What follows belongs to an exercise in optimizing a design on an open flow for small area and a short achievable clock period; a production flow would make more cautious choices. In this exercise RTL edits were held to simulation tests only and were not proved equivalent to the original. No activity file was given, so power comes from the tool's default toggle rates. No driver is modelled on the clock port, so clocking that relies on it looks cheaper here than on a real chip.

## design/flow/design.v

```verilog
package data_mem_pkg;
  localparam int DEF_DATA_W  = 8;
  localparam int DEF_ADDR_W  = 8;
  localparam int DEF_DEPTH   = 256;
  localparam int DEF_LATENCY = 10;
  localparam int LONG_L  = 10;
  localparam int SHORT_L = 8;
  localparam int LONG_R  = 24;
  localparam int SHORT_R = 2;
  localparam int RINGS   = LONG_R + SHORT_R;
endpackage
module data_mem_array #(
  parameter int W  = 9,
  parameter int LL = 10,
  parameter int LR = 24,
  parameter int SL = 8,
  parameter int SR = 2
) (
  input  logic                 clk,
  input  logic                 clr_i,    
  input  logic [LR+SR-1:0]     we_i,     
  input  logic [W-1:0]         wdata_i,
  output logic [(LR+SR)*W-1:0] taps_o    
);
  for (genvar r = 0; r < LR + SR; r++) begin : g_ring
    localparam int L = (r < LR) ? LL : SL;
    logic [L*W-1:0] st_q;
    logic [W-1:0]   ins;
    assign ins = we_i[r] ? wdata_i : (clr_i ? '0 : st_q[L*W-1 -: W]);
    always_ff @(posedge clk) begin
      st_q <= {st_q[(L-1)*W-1:0], ins};
    end
    assign taps_o[r*W +: W] = st_q[L*W-1 -: W];
  end
endmodule
module data_mem_lat
#(
  parameter int DATA_W  = data_mem_pkg::DEF_DATA_W,
  parameter int ADDR_W  = data_mem_pkg::DEF_ADDR_W,
  parameter int DEPTH   = data_mem_pkg::DEF_DEPTH,
  parameter int LATENCY = data_mem_pkg::DEF_LATENCY
) (
  input  logic              clk,
  input  logic              rst,
  input  logic              read,
  input  logic              write,
  input  logic [ADDR_W-1:0] address,
  input  logic [DATA_W-1:0] write_data,
  input  logic              parity_inj,
  output logic [DATA_W-1:0] read_data,
  output logic              busy_wait,
  output logic              err,
  output logic              parity_err
);
  localparam int LL = data_mem_pkg::LONG_L;
  localparam int SL = data_mem_pkg::SHORT_L;
  localparam int LR = data_mem_pkg::LONG_R;
  localparam int SR = data_mem_pkg::SHORT_R;
  localparam int R  = data_mem_pkg::RINGS;
  localparam int W  = DATA_W + 1;
  localparam int CNT_W = $clog2(LATENCY);
  localparam logic [CNT_W-1:0] CNT_LAST = CNT_W'(LATENCY - 1);
  logic             idle_q, busy_q, done_q;
  logic [CNT_W-1:0] cnt_q;
  logic [3:0]       phl_q;      
  logic [2:0]       phs_q;      
  logic             sweep_q;    
  logic             wr_q;
  logic [4:0]       ring_q;     
  logic             short_q;    
  logic [3:0]       tgt_q;      
  logic [DATA_W-1:0] wd_q;      
  logic             inj_q;      
  logic [DATA_W-1:0] rdata_q;
  logic             perr_q;
  logic             err_q;
  logic             hit_q;      
  logic             req_valid, accept, last;
  logic             busy_d;
  logic [3:0]       phl_d;
  logic [2:0]       phs_d;
  logic [4:0]       ring_a;
  logic             short_a;
  logic [3:0]       tgt_a;
  logic             short_d;
  logic [3:0]       tgt_d;
  logic [R-1:0]     rsel, we;
  logic [R*W-1:0]   taps;
  logic [W-1:0]     tap, rword;
  assign req_valid = read ^ write;
  assign accept    = idle_q & req_valid;
  data_mem_busy u_busy (
    .rst    (rst),
    .read   (read),
    .write  (write),
    .idle_i (idle_q),
    .busy_i (busy_q),
    .busy_o (busy_wait)
  );
  assign last = busy_q && (cnt_q == CNT_LAST);
  always_ff @(posedge clk or posedge rst) begin
    if (rst) begin
      idle_q <= 1'b1;
      busy_q <= 1'b0;
      done_q <= 1'b0;
      cnt_q  <= '0;
    end else begin
      if (accept) begin
        idle_q <= 1'b0;
        busy_q <= 1'b1;
      end else if (last) begin
        busy_q <= 1'b0;
        done_q <= 1'b1;
      end else if (done_q) begin
        done_q <= 1'b0;
        idle_q <= 1'b1;
      end
      cnt_q <= busy_q ? cnt_q + 1'b1 : '0;
    end
  end
  assign phl_d = (phl_q == 4'(LL - 1)) ? '0 : phl_q + 1'b1;
  assign phs_d = phs_q + 1'b1;
  always_ff @(posedge clk or posedge rst) begin
    if (rst) begin
      phl_q   <= '0;
      phs_q   <= '0;
      sweep_q <= 1'b1;
    end else begin
      phl_q <= phl_d;
      phs_q <= phs_d;
      if (phl_q == 4'(LL - 1)) sweep_q <= 1'b0;
    end
  end
  always_comb begin
    if (address[7:6] != 2'b11) begin
      ring_a  = address[7:3];
      short_a = 1'b0;
      tgt_a   = 4'(LL - 1) - {1'b0, address[2:0]};
    end else if (address[5:4] != 2'b11) begin
      ring_a  = {address[5:3], address[2:1]};
      short_a = 1'b0;
      tgt_a   = address[0] ? 4'd0 : 4'd1;
    end else begin
      ring_a  = 5'(LR) + {4'd0, address[3]};
      short_a = 1'b1;
      tgt_a   = {1'b0, ~address[2:0]};
    end
  end
  assign busy_d  = accept | (busy_q & ~last);
  assign short_d = idle_q ? short_a : short_q;
  assign tgt_d   = idle_q ? tgt_a : tgt_q;
  always_ff @(posedge clk or posedge rst) begin
    if (rst) hit_q <= 1'b0;
    else     hit_q <= busy_d && (short_d ? ({1'b0, phs_d} == tgt_d) : (phl_d == tgt_d));
  end
  always_ff @(posedge clk) begin
    if (idle_q) begin
      wr_q    <= write;
      ring_q  <= ring_a;
      short_q <= short_a;
      tgt_q   <= tgt_a;
      wd_q    <= write_data;
      inj_q   <= parity_inj;
    end else if (hit_q && !wr_q) begin
      {inj_q, wd_q} <= rword;
    end
  end
  always_comb begin
    for (int r = 0; r < R; r++) rsel[r] = (ring_q == 5'(r));
  end
  assign we = rsel & {R{hit_q & wr_q}};
  data_mem_array #(
    .W  (W),
    .LL (LL),
    .LR (LR),
    .SL (SL),
    .SR (SR)
  ) u_array (
    .clk     (clk),
    .clr_i   (sweep_q),
    .we_i    (we),
    .wdata_i ({inj_q, wd_q}),
    .taps_o  (taps)
  );
  always_comb begin
    tap = '0;
    for (int r = 0; r < R; r++) tap |= taps[r*W +: W] & {W{rsel[r]}};
  end
  assign rword = sweep_q ? '0 : tap;
  always_ff @(posedge clk or posedge rst) begin
    if (rst) begin
      rdata_q <= '0;
      perr_q  <= 1'b0;
      err_q   <= 1'b0;
    end else begin
      if (last && !wr_q) rdata_q <= hit_q ? rword[DATA_W-1:0] : wd_q;
      perr_q <= last && !wr_q && (hit_q ? rword[W-1] : inj_q);
      err_q  <= idle_q && read && write;
    end
  end
  assign read_data  = rdata_q;
  assign err        = err_q;
  assign parity_err = perr_q;
endmodule
module data_mem_busy (
  input  logic rst,
  input  logic read,
  input  logic write,
  input  logic idle_i,
  input  logic busy_i,
  output logic busy_o
);
  assign busy_o = busy_i | (idle_i & ~rst & (read ^ write));
endmodule
```

## design/flow/flow/run.sh

```bash
#!/bin/bash
# Layout flow: the standard layout (standard.sh), with these changes:
# - synthesis keeps the small module data_mem_busy (the combinational
#   busy_wait, an input-to-output path) apart until the final flatten, so
#   that ABC maps it by itself rather than merged with the request logic;
# - clock tree synthesis inserts no dummy loads;
# - the port buffers start as the smallest buffer (repair upsizes them).
# Registers, their names and cell types are those of the standard synthesis.
set -euo pipefail
here=$(pwd)
bash standard.sh SYNTH_KEEP_MODULES=data_mem_busy \
  "CTS_ARGS=-sink_clustering_enable -repair_clock_nets -sink_clustering_size 32 -sink_clustering_max_diameter 70 -dont_use_dummy_load" \
  "BUFFER_PORTS_ARGS=-buffer_cell sky130_fd_sc_hd__buf_1" \
  finish > "$here/run_standard.log" 2>&1
```

## design/flow/standard.sh

```bash
#!/bin/bash
# synth_recipe.tcl (not shown) runs the flow's synth.tcl, then flattens the netlist and writes it again
# the make line also repeats each setting of config.mk as NAME=value (left out here)
make -C /OpenROAD-flow-scripts/flow DESIGN_CONFIG=/design/flow/config.mk WORK_HOME=/design/flow/orfs CLKGATE_MAP_FILE= SYNTH_SCRIPT=/design/flow/synth_recipe.tcl "${@:-finish}"
```

## design/flow/config.mk

```make
export PLATFORM = sky130hd
export DESIGN_NAME = data_mem_lat
export DESIGN_NICKNAME = data_mem_lat
export VERILOG_FILES = /design/flow/design.v
export SDC_FILE = /design/flow/constraint.sdc
export NUM_CORES = 4
export LEC_CHECK = 0
export ABC_AREA = 1
export CAP_MARGIN = 20
export CORE_MARGIN = 2
export CORE_UTILIZATION = 65
export CTS_CLUSTER_DIAMETER = 70
export CTS_CLUSTER_SIZE = 32
export SETUP_SLACK_MARGIN = 4.2
export SLEW_MARGIN = 40
```

## design/flow/constraint.sdc

```tcl
create_clock -name core_clock -period 7.5 [get_ports {clk}]
set_input_delay 1.5000 -clock core_clock [delete_from_list [all_inputs] [get_ports {clk}]]
set_output_delay 1.5000 -clock core_clock [all_outputs]
set_load 0.01 [all_outputs]
```

==> results of run 1 <==
==> worst paths after layout <==
path                                        startpoint                           to  slack [ns]  cells past startpoint
setup / recovery                                 write                    busy_wait        4.06                      6
hold / removal             u_array.g_ring[18].st_q[55]  u_array.g_ring[18].st_q[64]        0.28                      0
setup reg to reg                             ring_q[1]                        inj_q        4.40                     12
hold reg to reg            u_array.g_ring[18].st_q[55]  u_array.g_ring[18].st_q[64]        0.28                      0
max in group asynchronous                          rst                       idle_q        6.23                      3
min in group asynchronous                          rst                        err_q        0.92                      3
==> layer usage <==
metal  track usage  wire length, um
met5             0               12
met4        0.0701             2760
met3        0.0501             6170
met2         0.324            39600
met1         0.342            46300
==> flip-flops by register name, indices dropped and copies added (netlist names) <==
| signal | count |
|---|---|
| u_array.g_ring.st_q | 2304 |
| rdata_q | 8 |
| wd_q | 8 |
| ring_q | 5 |
| cnt_q | 4 |
| phl_q | 4 |
| tgt_q | 4 |
| phs_q | 3 |
| busy_q | 1 |
| done_q | 1 |
| err_q | 1 |
| hit_q | 1 |
| idle_q | 1 |
| inj_q | 1 |
| perr_q | 1 |
| short_q | 1 |
| sweep_q | 1 |
| wr_q | 1 |
==> timing repair <==
action / 4_1_cts / 5_1_grt
setup buffers: 2 / 0
pin swaps: 4 / 1
hold buffers: 0 / 0
gates resized for setup: 14 / 2
endpoints found under the setup margin: 2 / 5
==> cell usage after synthesis <==
library cell / instances
dfxtp_1: 2309
nand2_1: 340
nand3_1: 316
o21ai_0: 238
nor2_1: 92
clkbuf_1: 66
nand4_1: 62
inv_1: 45
dfrtp_1: 24
buf_2: 20
a21oi_1: 19
edfxtp_1: 15
nand2_2: 15
o21ai_1: 15
buf_1: 12
nor2_2: 11
nor2_4: 10
buf_4: 6
inv_2: 6
nor3_1: 5
ha_1: 4
a21boi_0: 2
buf_6: 2
dfstp_2: 2
o22ai_1: 2
or2_2: 2
xnor2_1: 2
a31oi_1: 1
clkbuf_2: 1
clkinv_1: 1
nand3_4: 1
nor3b_1: 1
xor2_1: 1
==> per-module statistics from Yosys, one instance, submodules excluded <==
module / flip-flops and latches / cell area (sq um) / cells inside
data_mem_lat: 2350 / 53300 / 3639
data_mem_busy: 0 / 42.5 / 9
==> cell families (layout without fill, tap and decap cells) <==
logic type / count (synthesis) / after routing / share of synthesized area
XOR/XNOR: 3 / 3 / 0.000492
buffers and inverters: 159 / 180 / 0.0124
adder cells (fa/ha/maj): 4 / 4 / 0.000937
AND/OR/NAND/NOR: 855 / 855 / 0.0736
other: 0 / 1 / 0
AO/OA/AOI/OAI: 277 / 277 / 0.0261
flip-flops: 2350 / 2350 / 0.886
==> cells in the final DEF, fill, tap and decap left out, drive strengths merged <==
master	synthesis	routed
nand2	355	355
nor3	5	5
nor2	113	113
xor2	1	1
dfrtp	24	24
a31oi	1	1
o22ai	2	2
buf	40	45
a21boi	2	2
dfxtp	2309	2309
diode	0	1
o21ai	253	253
inv	51	50
xnor2	2	2
nand3	317	317
edfxtp	15	15
a21oi	19	19
or2	2	2
nor3b	1	1
dfstp	2	2
nand4	62	62
clkinv	1	2
clkbuf	67	83
ha	4	4
==> power by group through the flow <==
stage / logic, W / clock network [W] / registers (W)
after floorplan: 0.000332 / 0 / 0.0131
after CTS: 0.000662 / 0.00544 / 0.0129
final: 0.000680 / 0.00532 / 0.0129
after global routing: 0.000715 / 0.00588 / 0.0129
after detailed placement: 0.000616 / 0 / 0.0132
after global placement: 0.000599 / 0 / 0.0132
==> layout make-up <==
class | instances | area (sq um)
repair buffers | 45 | 297
well taps | 1070 | 1340
fillers | 5697 | 25000
diodes | 1 | 2.50
clock buffers | 83 | 2080
flip-flops and latches | 2350 | 47300
inverters | 52 | 226
multi-input cells | 1139 | 5440
==> per-stage QoR <==
step | setup WS (ns) | total power [W] | area [sq um] | utilization
floorplan | 4.28 | 0.0135 | 53400 | -
global placement | 3.87 | 0.0138 | 54500 | 0.667
detailed placement | 3.93 | 0.0138 | 54500 | 0.667
CTS | 4.06 | 0.0190 | 56700 | 0.694
global route | 4.04 | 0.0195 | 56700 | 0.694
finish | 4.06 | 0.0189 | 56700 | 0.694
==> critical path: stages <==
cell	delay [ns]
buf_6	0.11
inv_2	0.04
nand2_2	0.05
nand3_2	0.05
nand2_1	0.05
buf_2	0.13
==> impl_metrics.py, run 1 <==
metrics = {
    "outcome": {
        "run_status": "complete, no violations",
    },
    "die": {
        "die_x_um": 291,
        "dieArea_sq_um": 84400,
        "core_area_sq_um": 81700,
        "design.portCount": 32,
        "row_count": 105,
        "initial_utilization": 0.653,
        "die_height_um": 291,
    },
    "placement": {
        "placed_cells": 4653,
        "finalWeightedCongestion": 0.889,
        "port_buffers": 31,
        "place.detailed.hpwl_um": 57300,
    },
    "final_layout": {
        "area_growth_syn_to_layout_pct": 6.22,
        "finalNonFillerCells": 4740,
        "finish.net_count": 3696,
        "layout-drive-gt1-share": 0.0450,
    },
    "synth": {
        "synth.net_count": 3673,
        "synth_seq_cells": 2350,
        "yosysTopAreaCell": "dfxtp_1",
        "gate_count_of_the_mapped_netlist": 3648,
        "post_synth_num_cell_types": 33,
        "ys_warn_count": 2,
        "netlist_area_sq_um": 53400,
        "post_synth_main_area_contributors": "dfxtp_1 (87%), nand3_1 (3.0%), nand2_1 (2.4%)",
        "post_synth.cell_area_avg_sq_um": 14.6,
        "ys_seq_area_frac": 0.886,
        "post-synth-top-area-fraction": 0.866,
    },
    "routing": {
        "drt_first_iter_violations": 1953,
        "routed_via_density": 5.05,
        "dr.pass1.iters": 5,
        "dr_total_vias": 24000,
        "post_drt_wl_per_cell_um": 20.0,
        "drc": 0,
        "wirelength_um": 94800,
        "detail-route-antenna-nets": 0,
    },
    "clock_network": {
        "cts_made_buffers": 83,
        "max-clock-path-buffers": 3,
        "cts_num_sinks": 2350,
        "worstSkewPairLatency_ns": 0.66,
        "htree_levels": 3,
        "clock_transition_time_at_the_flip_flop_clock_pins_of_the_worst_setup_and_hold_paths_ns": 0.11,
        "clock_tree_from_tritoncts": "yes",
        "root_buffer": "clkbuf_16",
    },
    "grt": {
        "grt_start_max_net_pins": 121,
        "first_global_vias": 23500,
        "global_route.usage.total": 0.225,
        "wire_length_of_the_first_global_routing_pass_um": 143000,
        "initial_antenna_violation_count": 3,
        "grt_overflow_total": 0,
    },
    "timing": {
        "final.hold.worst_slack_ns": 0.282,
        "worst-slew-pin-transition_ns": 0.880,
        "fin_tns_setup_ns": 0,
        "final.setup_skew_ns": 0.0393,
        "final_max_slew_viol_count": 0,
        "finalSetupViolations": 0,
        "finalWorstPathRequiredPeriod_ns": 3.44,
        "worst_slew_margin_rel": 0.412,
        "final-hold-violation-count": 0,
        "final_min_period_over_clock_period": 0.458,
        "rsz0062_at_grt": "yes",
        "max_freq_ghz": 0.291,
    },
    "flow_run": {
        "maxCapViolCount": 0,
    },
    "pwr": {
        "peakVddDrop_uv": 247,
        "clock_power_share": 0.282,
        "power_report.internal_total_w": 0.0149,
        "p_sw_frac": 0.211,
        "cellLeakagePower_nw": 22.5,
        "net-switching-power_w": 0.00400,
        "power_per_cell_area_nw_per_um2": 334,
        "power_share_of_the_sequential_group": 0.683,
        "pwr-share-comb": 0.036,
    },
    "hold_path": {
        "holdCritPathClass": "reg -> reg",
    },
    "worst_setup_path": {
        "cp_data_required_time_ns": 6.00,
        "worst_ep_arrival_time_ns": 1.94,
        "timing.setup.critical_path_class": "in -> out",
        "crit_path_start_kind": "primary input",
        "end_kind": "output pin",
        "crit_fanout": 5,
    },
}
==> inputs of run 2 (changes only) <==
--- a/design/flow/config.mk
+++ b/design/flow/config.mk
@@ -11,5 +11,5 @@
 export CORE_UTILIZATION = 65
 export CTS_CLUSTER_DIAMETER = 70
 export CTS_CLUSTER_SIZE = 32
-export SETUP_SLACK_MARGIN = 4.2
+export SETUP_SLACK_MARGIN = 5.0
 export SLEW_MARGIN = 40
==> run 2 against run 1 <==
Effect of this change: sequential share of layout area is 0.91 points lower; critical path depth stayed put; combinational power is 23% higher; via count is 1.5% higher; clock-buffer cell count stayed put; hold slack better by 0.023 ns; core utilization is 0.77 points higher; clock skew is 0.0038 ns lower; fmax is 0.26% higher; non-clock buffer count is 38 higher; largest cell class unchanged; highest routed layer unchanged.
==> impl_metrics.py, run 2 <==
metrics = {
    "synth": {
        "synth.net_count": 3673,
        "synth_enable_flop_cells": 15,
        "netlist_area_sq_um": 53400,
        "post-synth-top-area-fraction": 0.866,
        "yosysTopAreaCell": "dfxtp_1",
        "synth_seq_cells": 2350,
        "synth-main-ff-cell": "dfxtp_1",
        "synth_async_sr_flop_share": 0.0111,
        "post_synth.cell_area_avg_sq_um": 14.6,
        "ys_warn_count": 2,
        "post_synth_main_area_contributors": "dfxtp_1 (87%), nand3_1 (3.0%), nand2_1 (2.4%)",
        "ys_seq_area_frac": 0.886,
        "synthMostInstantiatedCell": "dfxtp_1",
        "post_synth_num_cell_types": 33,
        "synth_commonest_cells": "dfxtp_1 (2309), nand2_1 (340), nand3_1 (316), o21ai_0 (238), nor2_1 (92)",
        "gate_count_of_the_mapped_netlist": 3648,
    },
    "timing": {
        "final-hold-violation-count": 0,
        "worst_slew_margin_rel": 0.335,
        "finalWorstPathRequiredPeriod_ns": 3.43,
        "max_freq_ghz": 0.292,
        "rsz0062_at_grt": "yes",
        "worst-slew-pin-transition_ns": 0.997,
        "final_max_slew_viol_count": 0,
        "fin_tns_setup_ns": 0,
        "finalSetupViolations": 0,
        "final.setup_skew_ns": 0.0355,
        "final.hold.worst_slack_ns": 0.306,
        "final_min_period_over_clock_period": 0.457,
    },
    "routing": {
        "wirelength_um": 97700,
        "drt_first_iter_violations": 1973,
        "post_drt_wl_per_cell_um": 20.4,
        "dr.pass1.iters": 5,
        "detail-route-antenna-nets": 0,
        "dr_total_vias": 24300,
        "drc": 0,
        "routed_via_density": 5.08,
    },
    "pwr": {
        "pwr-share-comb": 0.044,
        "peakVddDrop_uv": 229,
        "power_share_of_the_sequential_group": 0.677,
        "clock_power_share": 0.279,
        "p_sw_frac": 0.213,
        "power_report.internal_total_w": 0.0150,
        "power_per_cell_area_nw_per_um2": 332,
        "net-switching-power_w": 0.00406,
        "cellLeakagePower_nw": 22.9,
    },
    "worst_setup_path": {
        "end_kind": "output pin",
        "critPathSlowestCell": "buf_8",
        "critical_path.max_stage_delay_ns": 0.11,
        "cp_data_required_time_ns": 6.00,
        "worst_path_dominant_cell_family": "buffers and inverters",
        "crit_fanout": 4,
        "critPathBufInv": 3,
        "worst_ep_arrival_time_ns": 1.93,
        "crit_path_start_kind": "primary input",
        "timing.setup.critical_path_class": "in -> out",
        "cp_cell_sequence": "buf_8, inv_4, nand2_2, nand3_2, nand2_2, buf_6",
        "critical-path-top-cell-by-count": "nand2_2",
        "setup_slack_of_the_most_critical_reg_to_reg_path_ns": 5.04,
    },
    "die": {
        "die_height_um": 291,
        "initial_utilization": 0.653,
        "design.portCount": 32,
        "row_count": 105,
        "core_area_sq_um": 81700,
        "dieArea_sq_um": 84400,
        "die_x_um": 291,
    },
    "clock_network": {
        "worstSkewPairLatency_ns": 0.67,
        "clock_transition_time_at_the_flip_flop_clock_pins_of_the_worst_setup_and_hold_paths_ns": 0.11,
        "htree_levels": 3,
        "max-clock-path-buffers": 3,
        "cts_num_sinks": 2350,
        "clock_tree_from_tritoncts": "yes",
        "cts_made_buffers": 83,
        "root_buffer": "clkbuf_16",
    },
    "placement": {
        "place.detailed.hpwl_um": 58800,
        "placed_cells": 4657,
        "port_buffers": 31,
        "finalWeightedCongestion": 0.889,
    },
    "hold_path": {
        "holdCritPathClass": "reg -> reg",
    },
    "final_layout": {
        "area_growth_syn_to_layout_pct": 7.40,
        "layout-drive-gt1-share": 0.0663,
        "largest_register_ff_count": 2304,
        "finalNonFillerCells": 4785,
        "fill_cells": 5613,
        "finish.net_count": 3739,
        "registers.top_by_ff_count": "u_array.g_ring.st_q",
        "final_common_cell": "dfxtp_1",
        "mostFrequentLayoutCells": "dfxtp_1 (2309), nand2_1 (324), nand3_1 (313)",
        "layout_top_registers": "u_array.g_ring.st_q x2304, rdata_q x8, wd_q x8",
    },
    "grt": {
        "grt_start_max_net_pins": 106,
        "initial_antenna_violation_count": 3,
        "first_global_vias": 23800,
        "wire_length_of_the_first_global_routing_pass_um": 145000,
        "global_route.usage.total": 0.229,
        "grt_overflow_total": 0,
    },
    "flow_run": {
        "maxCapViolCount": 0,
    },
    "outcome": {
        "run_status": "complete, no violations",
    },
}
==> run 2: path summary, 6_finish.rpt <==
kind | start | endpoint | cells past startpoint
worst max-delay path | read | busy_wait | 6
worst min-delay path | u_array.g_ring[17].st_q[51] | u_array.g_ring[17].st_q[60] | 0
worst max register to register | ring_q[4] | wd_q[7] | 11
worst min register to register | u_array.g_ring[17].st_q[51] | u_array.g_ring[17].st_q[60] | 0
max in group asynchronous | rst | rdata_q[5] | 2
min in group asynchronous | rst | err_q | 2
==> run 2: logic make-up after synthesis <==
family                     after synthesis  synth area share
AOI/OAI and AO/OA                      277            0.0261
xor gates and xnor gates                 3          0.000492
adders and majority gates                4          0.000937
buffers and inverters                  159            0.0124
DFF                                   2350             0.886
and+or+nand+nor                        855            0.0736
==> run 2: metal layers <==
layer	routed length, um	up-vias	GRT usage
met5	10	-	0
met4	3420	2	0.0797
met3	5590	207	0.0408
met2	42200	645	0.344
met1	46500	11700	0.339
li1	-	11700	-
==> run 2: per-stage QoR <==
stage | util | power (W) | area (sq um) | setup WS [ns]
after floorplan | - | 0.0135 | 53400 | 4.29
after global placement | 0.667 | 0.0138 | 54500 | 3.87
after detailed placement | 0.668 | 0.0138 | 54600 | 3.90
after CTS | 0.699 | 0.0191 | 57100 | 4.08
after global routing | 0.702 | 0.0197 | 57300 | 4.04
final | 0.702 | 0.0191 | 57300 | 4.07
==> run 2: worst register-to-register path, stage by stage (launching register included) <==
cell      delay (ns)
edfxtp_1        0.45
buf_12          0.18
buf_4           0.19
nor2_4          0.49
nand3_1         0.15
nand2_1         0.22
nor2_1          0.08
nand2_1         0.12
nor2_1          0.05
nand2_1         0.07
nand2_1         0.10
o21ai_1         0.20
==> run 2: area by class of cell <==
type	count	area (sq um)	share of cell area
Inverter	52	215	0.00375
Sequential cell	2350	47300	0.826
Timing Repair Buffer	83	729	0.0127
Multi-Input combinational cell	1144	5640	0.0983
Antenna cell	3	7.51	0.000131
Clock buffer	83	2080	0.0362
Tap cell	1070	1340	0.0233
==> run 2: timing repair <==
item                                    CTS  global route
gates resized for setup                  69            24
buffers inserted                         21            14
hold buffers                              0             0
endpoints found under the setup margin  223            62
pin swaps                                10             4
gates cloned                              4             3
==> run 2: modules after synthesis, one instance, submodules excluded <==
| module | area [sq um] | flip-flops and latches |
|---|---|---|
| data_mem_busy | 42.5 | 0 |
| data_mem_lat | 53300 | 2350 |
==> run 2: power groups by stage <==
stage	combinational, W	clock (W)	sequential [W]
finish	0.000834	0.00532	0.0129
global route	0.000870	0.00587	0.0129
CTS	0.000761	0.00544	0.0129
detailed placement	0.000645	0	0.0132
global placement	0.000627	0	0.0132
floorplan	0.000335	0	0.0131
==> inputs of run 3 (changes only) <==
--- a/design/flow/config.mk
+++ b/design/flow/config.mk
@@ -8,8 +8,8 @@
 export ABC_AREA = 1
 export CAP_MARGIN = 20
 export CORE_MARGIN = 2
-export CORE_UTILIZATION = 65
+export CORE_UTILIZATION = 85
 export CTS_CLUSTER_DIAMETER = 70
 export CTS_CLUSTER_SIZE = 32
-export SETUP_SLACK_MARGIN = 5.0
+export SETUP_SLACK_MARGIN = 4.4
 export SLEW_MARGIN = 40
==> run 3 against run 2 <==
Effect of this change: the flow now stops in 4_1_cts; area after synthesis unchanged; synthesized cell count stayed put.
==> impl_metrics.py, run 3 <==
metrics = {
    "synth": {
        "post_synth.cell_area_avg_sq_um": 14.6,
        "post_synth_main_area_contributors": "dfxtp_1 (87%), nand3_1 (3.0%), nand2_1 (2.4%)",
        "post_synth_num_cell_types": 33,
        "synthMostInstantiatedCell": "dfxtp_1",
        "ys_warn_count": 2,
        "netlist_area_sq_um": 53400,
        "yosysTopAreaCell": "dfxtp_1",
        "synth_async_sr_flop_share": 0.0111,
        "synth.net_count": 3673,
        "synth_seq_cells": 2350,
        "post-synth-top-area-fraction": 0.866,
        "gate_count_of_the_mapped_netlist": 3648,
        "synth_enable_flop_cells": 15,
        "synth_commonest_cells": "dfxtp_1 (2309), nand2_1 (340), nand3_1 (316), o21ai_0 (238), nor2_1 (92)",
        "ys_seq_area_frac": 0.886,
        "synth-main-ff-cell": "dfxtp_1",
    },
    "die": {
        "row_count": 91,
        "die_x_um": 255,
        "die_height_um": 255,
        "design.portCount": 32,
        "initial_utilization": 0.862,
    },
    "clock_network": {
        "post_cts_resize_count": 38,
        "htree_levels": 3,
        "cts_num_sinks": 2350,
        "root_buffer": "clkbuf_16",
        "max-clock-path-buffers": 3,
        "cts_made_buffers": 83,
        "setup_repair_bufs_after_cts": 21,
        "cts_hold_buf": 0,
    },
    "placement": {
        "port_buffers": 31,
        "placed_cells": 4420,
        "place.detailed.hpwl_um": 69800,
        "finalWeightedCongestion": 0.857,
    },
    "outcome": {
        "last-stage-reached": "4_1_cts",
        "run_status": "did not finish",
        "stop_err": "[ERROR DPL-0033] detailed placement checks failed during check placement.",
    },
}
-- run 3: worst max-delay path by stage --
stage / from / to / slack (ns) / depth (start not counted)
2_1_floorplan: rst / busy_wait / 4.29 / 3
3_3_place_gp: write / busy_wait / 3.91 / 6
3_5_place_dp: write / busy_wait / 3.70 / 6
-- run 3: cell families after synthesis --
family | count (synthesis) | synth area share
AO/OA/AOI/OAI | 277 | 0.0261
XOR/XNOR | 3 | 0.000492
adder cells (fa/ha/maj) | 4 | 0.000937
buffers and inverters | 159 | 0.0124
flip-flops | 2350 | 0.886
AND/OR/NAND/NOR | 855 | 0.0736
-- run 3: power by group through the flow --
| stage | clock (W) | combinational (W) | sequential (W) |
|---|---|---|---|
| 2_1_floorplan | 0 | 0.000334 | 0.0131 |
| 3_3_place_gp | 0 | 0.000564 | 0.0132 |
| 3_5_place_dp | 0 | 0.000642 | 0.0132 |
-- run 3: stage by stage --
| step | hold WS, ns | setup WS, ns | util | total power (W) | area [sq um] |
|---|---|---|---|---|---|
| detailed placement | 0.312 | 3.70 | 0.875 | 0.0139 | 54200 |
| global placement | 0.310 | 3.91 | 0.875 | 0.0138 | 54200 |
| floorplan | 0.310 | 4.29 | - | 0.0135 | 53400 |
-- run 3: Yosys stat by module (local to each module, per instance) --
module         copies in the design  cell area [sq um]  flops+latches  cells inside
data_mem_lat                      1              53300           2350          3639
data_mem_busy                     1               42.5              0             9
==> inputs of run 4 (changes only) <==
--- a/design/flow/config.mk
+++ b/design/flow/config.mk
@@ -8,7 +8,7 @@
 export ABC_AREA = 1
 export CAP_MARGIN = 20
 export CORE_MARGIN = 2
-export CORE_UTILIZATION = 85
+export CORE_UTILIZATION = 75
 export CTS_CLUSTER_DIAMETER = 70
 export CTS_CLUSTER_SIZE = 32
 export SETUP_SLACK_MARGIN = 4.4
==> run 4 against run 3 <==
Effect of this change: the run now finishes clean; synthesized cell count unchanged; area after synthesis unchanged.
==> impl_metrics.py, run 4 <==
metrics = {
    "timing": {
        "fin_tns_setup_ns": 0,
        "worst-slew-pin-transition_ns": 0.846,
        "final-hold-violation-count": 0,
        "final_min_period_over_clock_period": 0.457,
        "max_freq_ghz": 0.292,
        "worst_slew_margin_rel": 0.435,
        "rsz0062_at_grt": "yes",
        "finalSetupViolations": 0,
        "finalWorstPathRequiredPeriod_ns": 3.43,
        "final_max_slew_viol_count": 0,
        "final.setup_skew_ns": 0.0409,
    },
    "final_layout": {
        "layout_top_registers": "u_array.g_ring.st_q x2304, rdata_q x8, wd_q x8",
        "final_common_cell": "dfxtp_1",
        "layout-drive-gt1-share": 0.0481,
        "design_area_sq_um": 56600,
        "antenna_cells_inserted": 0,
        "fill_cells": 3737,
        "finish.net_count": 3707,
        "largest_register_ff_count": 2304,
        "mostFrequentLayoutCells": "dfxtp_1 (2309), nand2_1 (337), nand3_1 (315)",
        "area_growth_syn_to_layout_pct": 6.09,
        "registers.top_by_ff_count": "u_array.g_ring.st_q",
        "finalCoreUtilization": 0.806,
    },
    "clock_network": {
        "cts_num_sinks": 2350,
        "cts_hold_buf": 0,
        "root_buffer": "clkbuf_16",
        "htree_levels": 3,
        "worstSkewPairLatency_ns": 0.67,
        "clock_transition_time_at_the_flip_flop_clock_pins_of_the_worst_setup_and_hold_paths_ns": 0.11,
        "clock_tree_from_tritoncts": "yes",
        "max-clock-path-buffers": 3,
        "cts_made_buffers": 83,
    },
    "worst_setup_path": {
        "worst_ep_arrival_time_ns": 1.93,
        "end_kind": "output pin",
        "crit_reg_reg_endpoint": "u_array.g_ring[19].st_q[5]",
        "crit_fanout": 2,
        "ff2ff_path_depth": 6,
        "setup_slack_of_the_most_critical_reg_to_reg_path_ns": 4.53,
        "critical_register_to_register_path_startpoint": "ring_q[4]",
        "cp_data_required_time_ns": 6.00,
        "crit_path_start_kind": "primary input",
        "timing.setup.critical_path_class": "in -> out",
    },
    "die": {
        "initial_utilization": 0.760,
        "die_height_um": 271,
        "die_x_um": 271,
        "row_count": 97,
        "dieArea_sq_um": 73300,
        "design.portCount": 32,
        "core_area_sq_um": 70300,
    },
    "pwr": {
        "power_per_cell_area_nw_per_um2": 335,
        "cellLeakagePower_nw": 22.6,
        "finalPower_w": 0.0190,
        "peakVddDrop_uv": 294,
    },
    "routing": {
        "post_drt_wl_per_cell_um": 21.8,
        "routed_via_density": 5.38,
        "drt_first_iter_violations": 2354,
        "wirelength_um": 101000,
        "detail-route-antenna-nets": 0,
        "dr.pass1.iters": 6,
        "drc": 0,
        "dr_total_vias": 24800,
    },
    "placement": {
        "port_buffers": 31,
        "finalWeightedCongestion": 0.950,
        "place.detailed.hpwl_um": 59500,
        "post_dp_cell_area_sq_um": 54400,
    },
    "synth": {
        "synth_commonest_cells": "dfxtp_1 (2309), nand2_1 (340), nand3_1 (316), o21ai_0 (238), nor2_1 (92)",
        "synth_seq_cells": 2350,
        "yosys.area_share.simple": 0.0736,
        "synth-xor-area-share": 0.000492,
        "synth.net_count": 3673,
        "post_synth.cell_area_avg_sq_um": 14.6,
        "ys_warn_count": 2,
        "synth.mux.area_fraction": 0,
        "synth_async_sr_flop_share": 0.0111,
        "post_synth_num_cell_types": 33,
        "post_synth_main_area_contributors": "dfxtp_1 (87%), nand3_1 (3.0%), nand2_1 (2.4%)",
        "post-synth-top-area-fraction": 0.866,
        "synthMostInstantiatedCell": "dfxtp_1",
        "synth_compound_gate_area_share": 0.0261,
        "gate_count_of_the_mapped_netlist": 3648,
        "yosysTopAreaCell": "dfxtp_1",
        "dominant_combinational_cell_family_by_area_after_synthesis": "simple AND/OR/NAND/NOR gates",
        "netlist_area_sq_um": 53400,
        "synth-main-ff-cell": "dfxtp_1",
        "synth_enable_flop_cells": 15,
        "ys_seq_area_frac": 0.886,
        "synthAdderAreaFrac": 0.000937,
    },
    "grt": {
        "grt_overflow_total": 0,
        "initial_antenna_violation_count": 1,
        "wire_length_of_the_first_global_routing_pass_um": 151000,
        "grt_start_max_net_pins": 110,
        "first_global_vias": 24900,
        "global_route.usage.total": 0.277,
    },
    "flow_run": {
        "maxCapViolCount": 0,
    },
    "hold_path": {
        "hold_path_end": "u_array.g_ring[0].st_q[54]",
        "min_delay_path_depth": 0,
        "hold_path.startpoint": "u_array.g_ring[0].st_q[45]",
        "holdCritPathClass": "reg -> reg",
    },
    "outcome": {
        "run_status": "complete, no violations",
    },
}
[run 4: worst max path at each step]
stage | start | to | cells after the start | slack, ns
floorplan | rst | busy_wait | 3 | 4.29
global placement | write | busy_wait | 6 | 3.88
detailed placement | write | busy_wait | 6 | 3.89
CTS | write | busy_wait | 6 | 4.09
global route | rst | busy_wait | 5 | 4.04
finish | rst | busy_wait | 5 | 4.07
[run 4: area by class of cell]
| class | count | area [sq um] | area share |
|---|---|---|---|
| multi-input combinational | 1140 | 5450 | 0.0962 |
| tap | 940 | 1180 | 0.0208 |
| timing repair buffer | 55 | 383 | 0.00676 |
| sequential | 2350 | 47300 | 0.836 |
| inverter | 52 | 220 | 0.00389 |
| clock buffer | 83 | 2080 | 0.0367 |
[run 4: kinds of logic (layout without fill, tap and decap cells)]
logic type | Yosys count | after routing
AO/OA/AOI/OAI | 277 | 277
XOR/XNOR | 3 | 3
buffers and inverters | 159 | 190
flip-flops | 2350 | 2350
AND/OR/NAND/NOR | 855 | 856
adder cells (fa/ha/maj) | 4 | 4
[run 4: Yosys stat by module, one instance, submodules excluded]
module | flip-flops and latches | area (sq um) | copies in the design
data_mem_lat | 2350 | 53300 | 1
data_mem_busy | 0 | 42.5 | 1
[run 4: stage by stage]
| stage | setup slack, ns | instances | hold WS, ns |
|---|---|---|---|
| floorplan | 4.29 | 3648 | 0.310 |
| global placement | 3.88 | 4522 | 0.309 |
| detailed placement | 3.89 | 4523 | 0.312 |
| CTS | 4.09 | 4610 | 0.287 |
| global route | 4.04 | 4620 | 0.282 |
| finish | 4.07 | 4620 | 0.283 |
[run 4: what timing repair did]
action	4_1_cts	5_1_grt
setup endpoints to repair	24	22
pin swaps	5	1
gates resized for setup	18	3
endpoints found under the hold margin	0	0
setup buffers	3	9
gates cloned	1	0
[run 4: routing by layer]
layer	vias up	global-route usage	part of all wire
li1	11700	-	-
met1	12100	0.400	0.45
met2	832	0.432	0.46
met3	183	0.0475	0.060
met4	2	0.0928	0.034
met5	-	0	0.00014
[run 4: worst max-delay path: stages]
cell	delay, ns
buf_6	0.10
nor2_4	0.10
nand3_2	0.06
nand2_2	0.06
buf_6	0.10
[run 4: power by group]
| group | switching (W) | leakage (nW) | internal (W) |
|---|---|---|---|
| Combinational | 0.000561 | 2.50 | 0.000136 |
| Sequential | 0.000134 | 19.1 | 0.0128 |
| Clock | 0.00335 | 1.02 | 0.00201 |
| Total | 0.00405 | 22.6 | 0.0149 |
==> inputs of run 5 (changes only) <==
--- a/design/flow/config.mk
+++ b/design/flow/config.mk
@@ -8,8 +8,8 @@
 export ABC_AREA = 1
 export CAP_MARGIN = 20
 export CORE_MARGIN = 2
-export CORE_UTILIZATION = 75
+export CORE_UTILIZATION = 65
 export CTS_CLUSTER_DIAMETER = 70
 export CTS_CLUSTER_SIZE = 32
 export SETUP_SLACK_MARGIN = 4.4
-export SLEW_MARGIN = 40
+export SLEW_MARGIN = 20
==> run 5 against run 4 <==
Effect of this change: die area up 15%; critical path depth up 1; final cell count up 2.7%; cell area up 0.11%; core utilization down 11 points; synthesized cell count unchanged; worst setup slack worse by 0.0047 ns.
==> impl_metrics.py, run 5 <==
metrics = {
    "pwr": {
        "power_per_cell_area_nw_per_um2": 333,
        "peakVddDrop_uv": 260,
        "cellLeakagePower_nw": 22.5,
    },
    "timing": {
        "final_max_slew_viol_count": 0,
        "final.hold.worst_slack_ns": 0.299,
        "final_min_period_over_clock_period": 0.458,
        "finalWorstPathRequiredPeriod_ns": 3.43,
        "max_freq_ghz": 0.291,
        "final-hold-violation-count": 0,
        "worst_slew_margin_rel": 0.268,
        "fin_tns_setup_ns": 0,
        "rsz0062_at_grt": "yes",
        "worst-slew-pin-transition_ns": 1.10,
        "final.setup_skew_ns": 0.0518,
        "finalSetupViolations": 0,
    },
    "worst_setup_path": {
        "worst_ep_arrival_time_ns": 1.93,
        "crit_path_start_kind": "primary input",
        "critical_path.max_stage_delay_ns": 0.12,
        "ff2ff_path_depth": 12,
        "setup_slack_of_the_most_critical_reg_to_reg_path_ns": 4.59,
        "cp_data_required_time_ns": 6.00,
        "critical_register_to_register_path_startpoint": "ring_q[4]",
        "crit_reg_reg_endpoint": "inj_q",
        "end_kind": "output pin",
        "timing.setup.critical_path_class": "in -> out",
        "cp_cell_sequence": "buf_6, inv_2, nand2_2, nand3_2, nand2_2, buf_6",
        "critPathSlowestCell": "buf_6",
        "crit_fanout": 5,
    },
    "final_layout": {
        "layout-drive-gt1-share": 0.0447,
        "finalNonFillerCells": 4744,
        "design_area_sq_um": 56700,
        "mostFrequentLayoutCells": "dfxtp_1 (2309), nand2_1 (337), nand3_1 (315)",
        "registers.top_by_ff_count": "u_array.g_ring.st_q",
        "final_common_cell": "dfxtp_1",
        "largest_register_ff_count": 2304,
        "area_growth_syn_to_layout_pct": 6.20,
        "finish.net_count": 3700,
        "layout_top_registers": "u_array.g_ring.st_q x2304, rdata_q x8, wd_q x8",
    },
    "routing": {
        "dr.pass1.iters": 6,
        "dr_total_vias": 24000,
        "drc": 0,
        "post_drt_wl_per_cell_um": 19.9,
        "wirelength_um": 94400,
        "drt_first_iter_violations": 1899,
        "detail-route-antenna-nets": 0,
        "routed_via_density": 5.05,
    },
    "synth": {
        "synth_commonest_cells": "dfxtp_1 (2309), nand2_1 (340), nand3_1 (316), o21ai_0 (238), nor2_1 (92)",
        "yosysTopAreaCell": "dfxtp_1",
        "synth.net_count": 3673,
        "synth_async_sr_flop_share": 0.0111,
        "post_synth_main_area_contributors": "dfxtp_1 (87%), nand3_1 (3.0%), nand2_1 (2.4%)",
        "post_synth.cell_area_avg_sq_um": 14.6,
        "netlist_area_sq_um": 53400,
        "synth_seq_cells": 2350,
        "synth-main-ff-cell": "dfxtp_1",
        "ys_seq_area_frac": 0.886,
        "ys_warn_count": 2,
        "synthMostInstantiatedCell": "dfxtp_1",
        "post-synth-top-area-fraction": 0.866,
        "synth_enable_flop_cells": 15,
        "post_synth_num_cell_types": 33,
        "gate_count_of_the_mapped_netlist": 3648,
    },
    "hold_path": {
        "holdCritPathClass": "reg -> reg",
        "hold_path.startpoint": "u_array.g_ring[7].st_q[3]",
        "hold_path_end": "u_array.g_ring[7].st_q[12]",
        "min_delay_path_depth": 0,
    },
    "die": {
        "die_x_um": 291,
        "row_count": 105,
        "die_height_um": 291,
        "initial_utilization": 0.653,
        "design.portCount": 32,
        "core_area_sq_um": 81700,
        "dieArea_sq_um": 84400,
    },
    "clock_network": {
        "root_buffer": "clkbuf_16",
        "worstSkewPairLatency_ns": 0.67,
        "cts_num_sinks": 2350,
        "clock_transition_time_at_the_flip_flop_clock_pins_of_the_worst_setup_and_hold_paths_ns": 0.11,
        "htree_levels": 3,
        "max-clock-path-buffers": 3,
        "clock_tree_from_tritoncts": "yes",
        "cts_made_buffers": 83,
    },
    "grt": {
        "grt_overflow_total": 0,
        "global_route.usage.total": 0.223,
        "grt_start_max_net_pins": 98,
        "wire_length_of_the_first_global_routing_pass_um": 141000,
        "initial_antenna_violation_count": 3,
        "first_global_vias": 23200,
    },
    "placement": {
        "port_buffers": 31,
        "post_dp_cell_area_sq_um": 54500,
        "place.detailed.hpwl_um": 57900,
        "placed_cells": 4657,
        "finalWeightedCongestion": 0.891,
    },
    "outcome": {
        "run_status": "complete, no violations",
    },
    "flow_run": {
        "maxCapViolCount": 0,
    },
}
## run 5: cell counts after synthesis
Identical to the previous run, type by type.
## run 5: metrics by stage
| step | worst slack [ns] | total power [W] | util |
|---|---|---|---|
| 2_1_floorplan | 4.29 | 0.0135 | - |
| 3_3_place_gp | 3.87 | 0.0138 | 0.667 |
| 3_5_place_dp | 3.92 | 0.0138 | 0.667 |
| 4_1_cts | 4.07 | 0.0190 | 0.693 |
| 5_1_grt | 4.05 | 0.0195 | 0.694 |
| 6_report | 4.07 | 0.0189 | 0.694 |
## run 5: where the power goes
part	switching [W]	total, W	internal (W)
Combinational	0.000535	0.000651	0.000116
Sequential	0.000120	0.0129	0.0128
Clock	0.00331	0.00532	0.00201
Total	0.00397	0.0189	0.0149
## run 5: how the worst max path moves through the flow
| stage | from | cells after the start | slack (ns) | end |
|---|---|---|---|---|
| after floorplan | rst | 3 | 4.29 | busy_wait |
| after global routing | write | 6 | 4.05 | busy_wait |
| after global placement | write | 6 | 3.87 | busy_wait |
| after detailed placement | write | 6 | 3.92 | busy_wait |
| final | write | 6 | 4.07 | busy_wait |
| after CTS | read | 6 | 4.07 | busy_wait |
## run 5: final cells by class
cell class              instances  area [sq um]
fillers                      5671         25000
flip-flops and latches       2350         47300
repair buffers                 49           303
inverters                      52           208
well taps                    1070          1340
diodes                          1          2.50
clock buffers                  83          2080
multi-input cells            1139          5440
## run 5: Yosys stat by module, one instance, submodules excluded
module         cell area [sq um]  times used  flip-flops and latches
data_mem_busy               42.5           1                       0
data_mem_lat               53300           1                    2350
## run 5: cells by family (layout without fill, tap and decap cells)
family                   after synthesis  count (layout)  synth area share
flip-flops                          2350            2350             0.886
AND/OR/NAND/NOR                      855             855            0.0736
AO/OA/AOI/OAI                        277             277            0.0261
buffers and inverters                159             184            0.0124
adder cells (fa/ha/maj)                4               4          0.000937
XOR/XNOR                               3               3          0.000492
other                                  0               1                 0
## run 5: timing repair
| action | in CTS | in global routing |
|---|---|---|
| pin swaps | 3 | 1 |
| hold buffers | 0 | 0 |
| gates resized for setup | 16 | 2 |
| endpoints found under the setup margin | 3 | 11 |
| buffers inserted | 1 | 1 |
| hold endpoints to repair | 0 | 0 |
## run 5: layer usage
metal	part of all wire	GRT usage
met1	0.48	0.331
met5	0	0
met4	0.032	0.0703
met3	0.046	0.0314
met2	0.44	0.344
## run 5: worst max-delay path: cells and delay by family
kind | cells | cell delay (ns)
buf+inv | 3 | 0.27
simple gates | 3 | 0.18
==> inputs of run 6 (changes only) <==
--- a/design/flow/config.mk
+++ b/design/flow/config.mk
@@ -12,4 +12,4 @@
 export CTS_CLUSTER_DIAMETER = 70
 export CTS_CLUSTER_SIZE = 32
 export SETUP_SLACK_MARGIN = 4.4
-export SLEW_MARGIN = 20
+export SLEW_MARGIN = 40
==> run 6 against run 5 <==
Effect of this change: non-clock buffer count is 3 higher; critical endpoint unchanged; final cell count barely moved; flip-flop and latch count unchanged; worst setup slack gained 0.017 ns; critical path type unchanged; hold slack got worse by 0.013 ns; clock power hardly changed; largest cell class unchanged; via count down 0.48%; cell area up 0.11%; synthesized cell count unchanged.
==> impl_metrics.py, run 6 <==
metrics = {
    "outcome": {
        "run_status": "complete, no violations",
    },
    "grt": {
        "first_global_vias": 23000,
        "grt_overflow_total": 0,
        "initial_antenna_violation_count": 2,
        "grt_start_max_net_pins": 98,
        "global_route.usage.total": 0.223,
        "wire_length_of_the_first_global_routing_pass_um": 141000,
    },
    "worst_setup_path": {
        "crit_fanout": 4,
        "critPathBufInv": 3,
        "cp_cell_sequence": "buf_8, clkinv_4, nand2_4, nand3_2, nand2_2, buf_6",
        "worst_ep_arrival_time_ns": 1.92,
        "critical_path.max_stage_delay_ns": 0.10,
        "critPathSlowestCell": "buf_6",
        "end_kind": "output pin",
        "setup_slack_of_the_most_critical_reg_to_reg_path_ns": 4.58,
        "worst_path_dominant_cell_family": "buffers and inverters",
        "crit_path_start_kind": "primary input",
        "timing.setup.critical_path_class": "in -> out",
        "cp_data_required_time_ns": 6.00,
    },
    "clock_network": {
        "root_buffer": "clkbuf_16",
        "clock_tree_from_tritoncts": "yes",
        "cts_made_buffers": 83,
        "worstSkewPairLatency_ns": 0.67,
        "clock_transition_time_at_the_flip_flop_clock_pins_of_the_worst_setup_and_hold_paths_ns": 0.11,
        "max-clock-path-buffers": 3,
        "htree_levels": 3,
        "cts_num_sinks": 2350,
    },
    "final_layout": {
        "area_growth_syn_to_layout_pct": 6.32,
        "fill_cells": 5633,
        "mostFrequentLayoutCells": "dfxtp_1 (2309), nand2_1 (337), nand3_1 (315)",
        "layout_top_registers": "u_array.g_ring.st_q x2304, rdata_q x8, wd_q x8",
        "ff_latch_area_sq_um": 47300,
        "final_common_cell": "dfxtp_1",
        "layout-drive-gt1-share": 0.0460,
        "largest_register_ff_count": 2304,
        "registers.top_by_ff_count": "u_array.g_ring.st_q",
        "design_area_sq_um": 56800,
        "finalCoreUtilization": 0.695,
        "finish.net_count": 3703,
        "antenna_cells_inserted": 0,
        "finalNonFillerCells": 4746,
        "multiInputGateArea_sq_um": 5450,
    },
    "synth": {
        "synth.net_count": 3673,
        "netlist_area_sq_um": 53400,
        "synth_async_sr_flop_share": 0.0111,
        "ys_seq_area_frac": 0.886,
        "synth_seq_cells": 2350,
        "synthMostInstantiatedCell": "dfxtp_1",
        "post_synth_num_cell_types": 33,
        "post_synth.cell_area_avg_sq_um": 14.6,
        "post-synth-top-area-fraction": 0.866,
        "yosysTopAreaCell": "dfxtp_1",
        "synth-main-ff-cell": "dfxtp_1",
        "gate_count_of_the_mapped_netlist": 3648,
        "post_synth_main_area_contributors": "dfxtp_1 (87%), nand3_1 (3.0%), nand2_1 (2.4%)",
        "synth_enable_flop_cells": 15,
        "ys_warn_count": 2,
        "synth_commonest_cells": "dfxtp_1 (2309), nand2_1 (340), nand3_1 (316), o21ai_0 (238), nor2_1 (92)",
    },
    "timing": {
        "finalSetupViolations": 0,
        "worst-slew-pin-transition_ns": 0.868,
        "final-hold-violation-count": 0,
        "fin_tns_setup_ns": 0,
        "final_min_period_over_clock_period": 0.456,
        "post-route-worst-setup-slack_ns": 4.08,
        "rsz0062_at_grt": "yes",
        "finalWorstPathRequiredPeriod_ns": 3.42,
        "final_max_slew_viol_count": 0,
        "final.setup_skew_ns": 0.0522,
        "worst_slew_margin_rel": 0.421,
        "max_freq_ghz": 0.293,
    },
    "die": {
        "die_x_um": 291,
        "initial_utilization": 0.653,
        "die_height_um": 291,
        "design.portCount": 32,
        "dieArea_sq_um": 84400,
        "core_area_sq_um": 81700,
        "row_count": 105,
    },
    "placement": {
        "placement.setup.worst_slack_ns": 3.92,
        "post_dp_cell_area_sq_um": 54600,
        "port_buffers": 31,
        "placed_cells": 4658,
        "place.detailed.hpwl_um": 58000,
        "finalWeightedCongestion": 0.891,
    },
    "routing": {
        "dr_total_vias": 23800,
        "drc": 0,
        "routed_via_density": 5.02,
        "post_drt_wl_per_cell_um": 19.9,
        "dr.pass1.iters": 6,
        "wirelength_um": 94400,
        "detail-route-antenna-nets": 0,
        "drt_first_iter_violations": 1843,
    },
    "pwr": {
        "peakVddDrop_uv": 258,
        "cellLeakagePower_nw": 22.6,
        "power_per_cell_area_nw_per_um2": 333,
    },
    "flow_run": {
        "maxCapViolCount": 0,
    },
    "hold_path": {
        "holdCritPathClass": "reg -> reg",
    },
}
-- run 6: cell counts after synthesis --
No cell type changed its count.
-- run 6: Yosys stat by module, one instance, submodules excluded --
module	flip-flops and latches	cells
data_mem_busy	0	9
data_mem_lat	2350	3639
-- run 6: area by class of cell --
cell class              count  area share
inverters                  52     0.00388
clock buffers              83      0.0366
well taps                1070      0.0236
flip-flops and latches   2350       0.834
multi-input cells        1139      0.0961
repair buffers             52     0.00604
-- run 6: worst paths after layout --
kind | end | start | depth (start not counted)
max | busy_wait | write | 6
min | u_array.g_ring[22].st_q[64] | u_array.g_ring[22].st_q[55] | 0
max reg2reg | inj_q | ring_q[0] | 12
min reg2reg | u_array.g_ring[22].st_q[64] | u_array.g_ring[22].st_q[55] | 0
max in group asynchronous | idle_q | rst | 2
min in group asynchronous | err_q | rst | 2
-- run 6: kinds of logic (layout without fill, tap and decap cells) --
logic type,after synthesis,count (layout),synth area share
buffers and inverters,159,187,0.0124
AOI/OAI and AO/OA,277,277,0.0261
xor gates and xnor gates,3,3,0.000492
and+or+nand+nor,855,855,0.0736
DFF,2350,2350,0.886
adders and majority gates,4,4,0.000937
-- run 6: what timing repair did --
action,in CTS,in global routing
pin swaps,4,5
hold buffers,0,0
resized for setup,20,4
setup buffers,2,3
endpoints found under the setup margin,3,11
-- run 6: through the flow --
| step | hold slack [ns] | total power [W] |
|---|---|---|
| 3_5_place_dp | 0.312 | 0.0138 |
| 3_3_place_gp | 0.309 | 0.0138 |
| 6_report | 0.286 | 0.0189 |
| 4_1_cts | 0.281 | 0.0190 |
| 2_1_floorplan | 0.310 | 0.0135 |
| 5_1_grt | 0.291 | 0.0195 |
-- run 6: metal layers --
metal	vias up	wire, um	track usage
li1	11700	-	-
met1	11400	45900	0.331
met2	612	41500	0.346
met3	134	4880	0.0339
met4	0	2140	0.0584
met5	-	0	0
-- run 6: power breakdown --
group          switching, W  internal [W]  leakage [nW]
Sequential         0.000124        0.0128          19.1
Combinational      0.000538      0.000122          2.49
Clock               0.00333       0.00201          1.02
Total               0.00399        0.0149          22.6
==> inputs of run 7 (changes only) <==
--- a/design/flow/config.mk
+++ b/design/flow/config.mk
@@ -6,10 +6,10 @@
 export NUM_CORES = 4
 export LEC_CHECK = 0
 export ABC_AREA = 1
-export CAP_MARGIN = 20
+export CAP_MARGIN = 10
 export CORE_MARGIN = 2
 export CORE_UTILIZATION = 65
 export CTS_CLUSTER_DIAMETER = 70
 export CTS_CLUSTER_SIZE = 32
 export SETUP_SLACK_MARGIN = 4.4
-export SLEW_MARGIN = 40
+export SLEW_MARGIN = 10
==> run 7 against run 6 <==
Effect of this change: via count is 0.37% higher; die area did not move; final cell count about the same; clock power is essentially flat; critical path type unchanged; critical path depth did not move; synthesized cell count unchanged; still clean.
==> impl_metrics.py, run 7 <==
metrics = {
    "outcome": {
        "run_status": "complete, no violations",
    },
    "timing": {
        "worst-slew-pin-transition_ns": 1.10,
        "final_min_period_over_clock_period": 0.458,
        "finalWorstPathRequiredPeriod_ns": 3.43,
        "max_freq_ghz": 0.291,
        "final.setup_skew_ns": 0.0668,
        "final_max_slew_viol_count": 0,
        "final-hold-violation-count": 0,
        "worst_slew_margin_rel": 0.269,
        "finalSetupViolations": 0,
        "fin_tns_setup_ns": 0,
        "rsz0062_at_grt": "yes",
    },
    "synth": {
        "ys_seq_area_frac": 0.886,
        "synth_commonest_cells": "dfxtp_1 (2309), nand2_1 (340), nand3_1 (316), o21ai_0 (238), nor2_1 (92)",
        "post_synth.cell_area_avg_sq_um": 14.6,
        "netlist_area_sq_um": 53400,
        "synth.net_count": 3673,
        "post_synth_main_area_contributors": "dfxtp_1 (87%), nand3_1 (3.0%), nand2_1 (2.4%)",
        "post_synth_num_cell_types": 33,
        "synth_async_sr_flop_share": 0.0111,
        "synth_enable_flop_cells": 15,
        "post-synth-top-area-fraction": 0.866,
        "synth_seq_cells": 2350,
        "ys_warn_count": 2,
        "synth-main-ff-cell": "dfxtp_1",
        "gate_count_of_the_mapped_netlist": 3648,
        "yosysTopAreaCell": "dfxtp_1",
        "synthMostInstantiatedCell": "dfxtp_1",
    },
    "grt": {
        "use_met2": 0.347,
        "met3_usage": 0.0325,
        "first_global_vias": 23200,
        "busiest_layer": "met2",
        "global_route.usage.total": 0.222,
        "wire_length_of_the_first_global_routing_pass_um": 141000,
        "global_routing_usage_on_met1": 0.329,
        "grt_start_max_net_pins": 98,
        "initial_antenna_violation_count": 3,
        "grt_overflow_total": 0,
    },
    "die": {
        "die_height_um": 291,
        "dieArea_sq_um": 84400,
        "row_count": 105,
        "design.portCount": 32,
        "initial_utilization": 0.653,
        "die_x_um": 291,
        "core_area_sq_um": 81700,
    },
    "worst_setup_path": {
        "setup_slack_of_the_most_critical_reg_to_reg_path_ns": 4.59,
        "crit_path_start_kind": "primary input",
        "critical_register_to_register_path_startpoint": "ring_q[4]",
        "worst_ep_arrival_time_ns": 1.93,
        "ff2ff_path_depth": 12,
        "timing.setup.critical_path_class": "in -> out",
        "crit_reg_reg_endpoint": "inj_q",
        "cp_data_required_time_ns": 6.00,
        "crit_fanout": 4,
        "end_kind": "output pin",
    },
    "final_layout": {
        "mostFrequentLayoutCells": "dfxtp_1 (2309), nand2_1 (337), nand3_1 (315)",
        "final_common_cell": "dfxtp_1",
        "area_growth_syn_to_layout_pct": 6.22,
        "design_area_sq_um": 56700,
        "layout_top_registers": "u_array.g_ring.st_q x2304, rdata_q x8, wd_q x8",
        "registers.top_by_ff_count": "u_array.g_ring.st_q",
        "finalCoreUtilization": 0.694,
        "layout-drive-gt1-share": 0.0449,
        "finish.net_count": 3701,
        "largest_register_ff_count": 2304,
        "antenna_cells_inserted": 0,
    },
    "routing": {
        "detail-route-antenna-nets": 0,
        "drt_first_iter_violations": 2047,
        "wirelength_um": 94000,
        "drc": 0,
        "post_drt_wl_per_cell_um": 19.8,
        "dr_total_vias": 23900,
        "dr.pass1.iters": 6,
        "routed_via_density": 5.04,
    },
    "clock_network": {
        "clock_transition_time_at_the_flip_flop_clock_pins_of_the_worst_setup_and_hold_paths_ns": 0.10,
        "root_buffer": "clkbuf_16",
        "cts_num_sinks": 2350,
        "htree_levels": 3,
        "max-clock-path-buffers": 3,
        "worstSkewPairLatency_ns": 0.66,
        "clock_tree_from_tritoncts": "yes",
        "cts_made_buffers": 84,
    },
    "flow_run": {
        "maxCapViolCount": 0,
    },
    "hold_path": {
        "holdCritPathClass": "reg -> reg",
        "hold_path_end": "u_array.g_ring[16].st_q[18]",
        "min_delay_path_depth": 0,
        "hold_path.startpoint": "u_array.g_ring[16].st_q[9]",
    },
    "placement": {
        "port_buffers": 31,
        "post_dp_cell_area_sq_um": 54500,
        "finalWeightedCongestion": 0.891,
        "place.detailed.hpwl_um": 57800,
    },
    "pwr": {
        "peakVddDrop_uv": 221,
        "cellLeakagePower_nw": 22.6,
        "power_per_cell_area_nw_per_um2": 333,
    },
}
-- run 7: worst max-delay path by stage --
stage,from,depth (start not counted),slack (ns),end
2_1_floorplan,rst,3,4.29,busy_wait
3_3_place_gp,write,6,3.87,busy_wait
3_5_place_dp,write,6,3.92,busy_wait
4_1_cts,read,6,4.07,busy_wait
5_1_grt,read,6,4.05,busy_wait
6_report,read,6,4.07,busy_wait
-- run 7: modules after synthesis (local to each module, per instance) --
| module | area [sq um] | cells inside | times used |
|---|---|---|---|
| data_mem_lat | 53300 | 3639 | 1 |
| data_mem_busy | 42.5 | 9 | 1 |
-- run 7: final cells by class --
cell class                      count  area [sq um]
Timing Repair Buffer               49           287
Tap cell                         1070          1340
Clock buffer                       84          2100
Multi-Input combinational cell   1139          5440
Fill cell                        5661         25000
Sequential cell                  2350         47300
Inverter                           52           210
-- run 7: routing by layer --
metal	routed length (um)	part of all wire
met4	2350	0.025
met1	45400	0.48
met5	0	0
met2	41600	0.44
met3	4660	0.050
-- run 7: critical path, cell delays in order --
cell     delay, ns
buf_8         0.10
inv_4         0.04
nand2_2       0.05
nand3_2       0.07
nand2_2       0.05
buf_6         0.11
-- run 7: cell families (layout without fill, tap and decap cells) --
| group | after synthesis | in the layout | synth area share |
|---|---|---|---|
| and+or+nand+nor | 855 | 855 | 0.0736 |
| adders and majority gates | 4 | 4 | 0.000937 |
| xor gates and xnor gates | 3 | 3 | 0.000492 |
| buffers and inverters | 159 | 185 | 0.0124 |
| AOI/OAI and AO/OA | 277 | 277 | 0.0261 |
| DFF | 2350 | 2350 | 0.886 |
-- run 7: timing repair --
| item | 4_1_cts | 5_1_grt |
|---|---|---|
| setup buffers | 1 | 2 |
| resized for setup | 18 | 2 |
| endpoints found under the setup margin | 3 | 13 |
| pin swaps | 3 | 1 |
| hold buffers | 0 | 0 |
-- run 7: metrics by stage --
stage / setup WS [ns] / power (W) / hold slack, ns / std cells
floorplan: 4.29 / 0.0135 / 0.310 / 3648
global placement: 3.87 / 0.0138 / 0.309 / 4657
detailed placement: 3.92 / 0.0138 / 0.312 / 4657
CTS: 4.07 / 0.0190 / 0.247 / 4742
global route: 4.05 / 0.0195 / 0.244 / 4744
finish: 4.07 / 0.0189 / 0.249 / 4744
-- run 7: power by group --
group,switching (W),internal (W),leakage (nW)
clock network,0.00332,0.00203,1.04
registers,0.000121,0.0128,19.1
logic,0.000532,0.000116,2.45
total,0.00398,0.0149,22.6
==> inputs of run 8 (changes only) <==
--- a/design/flow/flow/run.sh
+++ b/design/flow/flow/run.sh
@@ -9,6 +9,6 @@
 set -euo pipefail
 here=$(pwd)
 bash standard.sh SYNTH_KEEP_MODULES=data_mem_busy \
-  "CTS_ARGS=-sink_clustering_enable -repair_clock_nets -sink_clustering_size 32 -sink_clustering_max_diameter 70 -dont_use_dummy_load" \
+  "CTS_ARGS=-sink_clustering_enable -repair_clock_nets -sink_clustering_size 36 -sink_clustering_max_diameter 70 -dont_use_dummy_load" \
   "BUFFER_PORTS_ARGS=-buffer_cell sky130_fd_sc_hd__buf_1" \
   finish > "$here/run_standard.log" 2>&1
--- a/design/flow/config.mk
+++ b/design/flow/config.mk
@@ -6,10 +6,10 @@
 export NUM_CORES = 4
 export LEC_CHECK = 0
 export ABC_AREA = 1
-export CAP_MARGIN = 10
+export CAP_MARGIN = 20
 export CORE_MARGIN = 2
 export CORE_UTILIZATION = 65
 export CTS_CLUSTER_DIAMETER = 70
 export CTS_CLUSTER_SIZE = 32
 export SETUP_SLACK_MARGIN = 4.4
-export SLEW_MARGIN = 10
+export SLEW_MARGIN = 40
==> run 8 against run 7 <==
Effect of this change: core utilization decreased by 0.15 points; clock power decreased by 4.1%; still clean on timing, DRC and antenna; critical endpoint unchanged; area after synthesis stayed put; global-route usage hardly changed.
==> impl_metrics.py, run 8 <==
metrics = {
    "clock_network": {
        "cts_num_sinks": 2350,
        "clock_tree_from_tritoncts": "yes",
        "max-clock-path-buffers": 3,
        "cts_made_buffers": 76,
        "htree_levels": 3,
        "clock_transition_time_at_the_flip_flop_clock_pins_of_the_worst_setup_and_hold_paths_ns": 0.12,
    },
    "synth": {
        "synth_seq_cells": 2350,
        "yosysTopAreaCell": "dfxtp_1",
        "post_synth_main_area_contributors": "dfxtp_1 (87%), nand3_1 (3.0%), nand2_1 (2.4%)",
        "post_synth.cell_area_avg_sq_um": 14.6,
        "synth_commonest_cells": "dfxtp_1 (2309), nand2_1 (340), nand3_1 (316), o21ai_0 (238), nor2_1 (92)",
        "synthMostInstantiatedCell": "dfxtp_1",
        "synth_enable_flop_cells": 15,
        "synth_async_sr_flop_share": 0.0111,
        "post_synth_num_cell_types": 33,
        "gate_count_of_the_mapped_netlist": 3648,
        "netlist_area_sq_um": 53400,
        "synth-main-ff-cell": "dfxtp_1",
        "ys_seq_area_frac": 0.886,
        "post-synth-top-area-fraction": 0.866,
    },
    "grt": {
        "grt_overflow_total": 0,
        "initial_antenna_violation_count": 3,
        "grt_start_max_net_pins": 98,
        "global_route.usage.total": 0.222,
        "wire_length_of_the_first_global_routing_pass_um": 141000,
        "first_global_vias": 22900,
    },
    "timing": {
        "post-route-worst-setup-slack_ns": 4.08,
        "final_min_period_over_clock_period": 0.456,
        "finalSetupViolations": 0,
        "final_max_slew_viol_count": 0,
        "finalWorstPathRequiredPeriod_ns": 3.42,
        "fin_tns_setup_ns": 0,
        "max_freq_ghz": 0.293,
        "worst-slew-pin-transition_ns": 0.864,
    },
    "worst_setup_path": {
        "end_kind": "output pin",
        "worst_path_dominant_cell_family": "buffers and inverters",
        "critPathBufInv": 3,
        "cp_data_required_time_ns": 6.00,
        "crit_path_start_kind": "primary input",
        "crit_fanout": 4,
        "cp_cell_sequence": "buf_8, clkinv_4, nand2_4, nand3_2, nand2_2, buf_6",
        "worst_ep_arrival_time_ns": 1.92,
        "critPathSlowestCell": "buf_6",
        "critical_path.max_stage_delay_ns": 0.10,
    },
    "die": {
        "core_area_sq_um": 81700,
        "row_count": 105,
        "die_height_um": 291,
        "dieArea_sq_um": 84400,
        "initial_utilization": 0.653,
    },
    "routing": {
        "routed_via_density": 5.03,
        "dr.pass1.iters": 5,
        "wirelength_um": 94100,
        "post_drt_wl_per_cell_um": 19.9,
        "dr_total_vias": 23800,
        "drt_first_iter_violations": 1872,
        "detail-route-antenna-nets": 0,
        "drc": 0,
    },
    "pwr": {
        "peakVddDrop_uv": 232,
        "cellLeakagePower_nw": 22.5,
        "power_per_cell_area_nw_per_um2": 331,
    },
    "final_layout": {
        "layout-drive-gt1-share": 0.0436,
        "largest_register_ff_count": 2304,
        "final_common_cell": "dfxtp_1",
        "finish.net_count": 3695,
        "registers.top_by_ff_count": "u_array.g_ring.st_q",
    },
    "outcome": {
        "run_status": "complete, no violations",
    },
    "placement": {
        "place.detailed.hpwl_um": 58000,
        "placement.setup.worst_slack_ns": 3.92,
        "port_buffers": 31,
    },
    "flow_run": {
        "maxCapViolCount": 0,
    },
    "hold_path": {
        "holdCritPathClass": "reg -> reg",
    },
}
[run 8: changes by cell type in the layout (fill, tap and decap cells not counted), sizes merged]
| cell | change |
|---|---|
| clkinv | +1 |
| diode | +3 |
| clkbuf | -8 |
| inv | -1 |
| buf | +2 |
[run 8: metrics by stage]
step / total power [W] / instances / area, sq um / hold WS (ns) / utilization
2_1_floorplan: 0.0135 / 3648 / 53400 / 0.310 / -
3_3_place_gp: 0.0138 / 4657 / 54500 / 0.309 / 0.667
3_5_place_dp: 0.0138 / 4658 / 54600 / 0.312 / 0.668
4_1_cts: 0.0188 / 4737 / 56600 / 0.285 / 0.692
5_1_grt: 0.0193 / 4738 / 56600 / 0.286 / 0.692
6_report: 0.0187 / 4741 / 56600 / 0.286 / 0.692
[run 8: logic make-up (layout without fill, tap and decap cells)]
family	after synthesis	after routing	share of synthesized area
simple gates	855	855	0.0736
buf+inv	159	179	0.0124
compound gates	277	277	0.0261
other cells	0	3	0
xor+xnor	3	3	0.000492
fa+ha+maj	4	4	0.000937
flops	2350	2350	0.886
[run 8: per-layer routing]
layer | vias up | track usage | wire [um]
met5 | - | 0 | 0
met4 | 0 | 0.0545 | 2060
met3 | 125 | 0.0348 | 4850
met2 | 592 | 0.343 | 41400
met1 | 11500 | 0.332 | 45800
li1 | 11700 | - | -
[run 8: worst paths after layout]
path,start,endpoint,slack [ns],cells after the start
worst min-delay path,u_array.g_ring[16].st_q[70],u_array.g_ring[16].st_q[79],0.29,0
worst max register to register,ring_q[4],inj_q,4.57,12
worst max-delay path,write,busy_wait,4.08,6
worst min register to register,u_array.g_ring[16].st_q[70],u_array.g_ring[16].st_q[79],0.29,0
max in group asynchronous,rst,idle_q,6.23,2
min in group asynchronous,rst,phl_q[1],0.88,2
[run 8: power by group]
part / switching [W] / internal (W)
clock network: 0.00329 / 0.00185
logic: 0.000535 / 0.000121
registers: 0.000122 / 0.0128
[run 8: per-module statistics from Yosys (local to each module, per instance)]
| module | flops+latches | times used |
|---|---|---|
| data_mem_lat | 2350 | 1 |
| data_mem_busy | 0 | 1 |
[run 8: area by class of cell]
cell class | count | area [sq um]
diodes | 3 | 7.51
clock buffers | 76 | 1900
fillers | 5663 | 25100
inverters | 52 | 220
multi-input cells | 1139 | 5450
flip-flops and latches | 2350 | 47300
well taps | 1070 | 1340
repair buffers | 51 | 335
[run 8: what timing repair did]
action	CTS	global route
buffers inserted	3	1
endpoints found under the setup margin	3	1
hold buffers	0	0
gates resized for setup	20	2
pin swaps	5	4

Check on run 8: ideal ports give 4.083 ns setup slack; a clkbuf_16 on the clock port and buf_2 on the inputs give 4.033 ns; moving port delays by the midpoint clock arrival (0.710 ns) as well gives 4.033 ns.
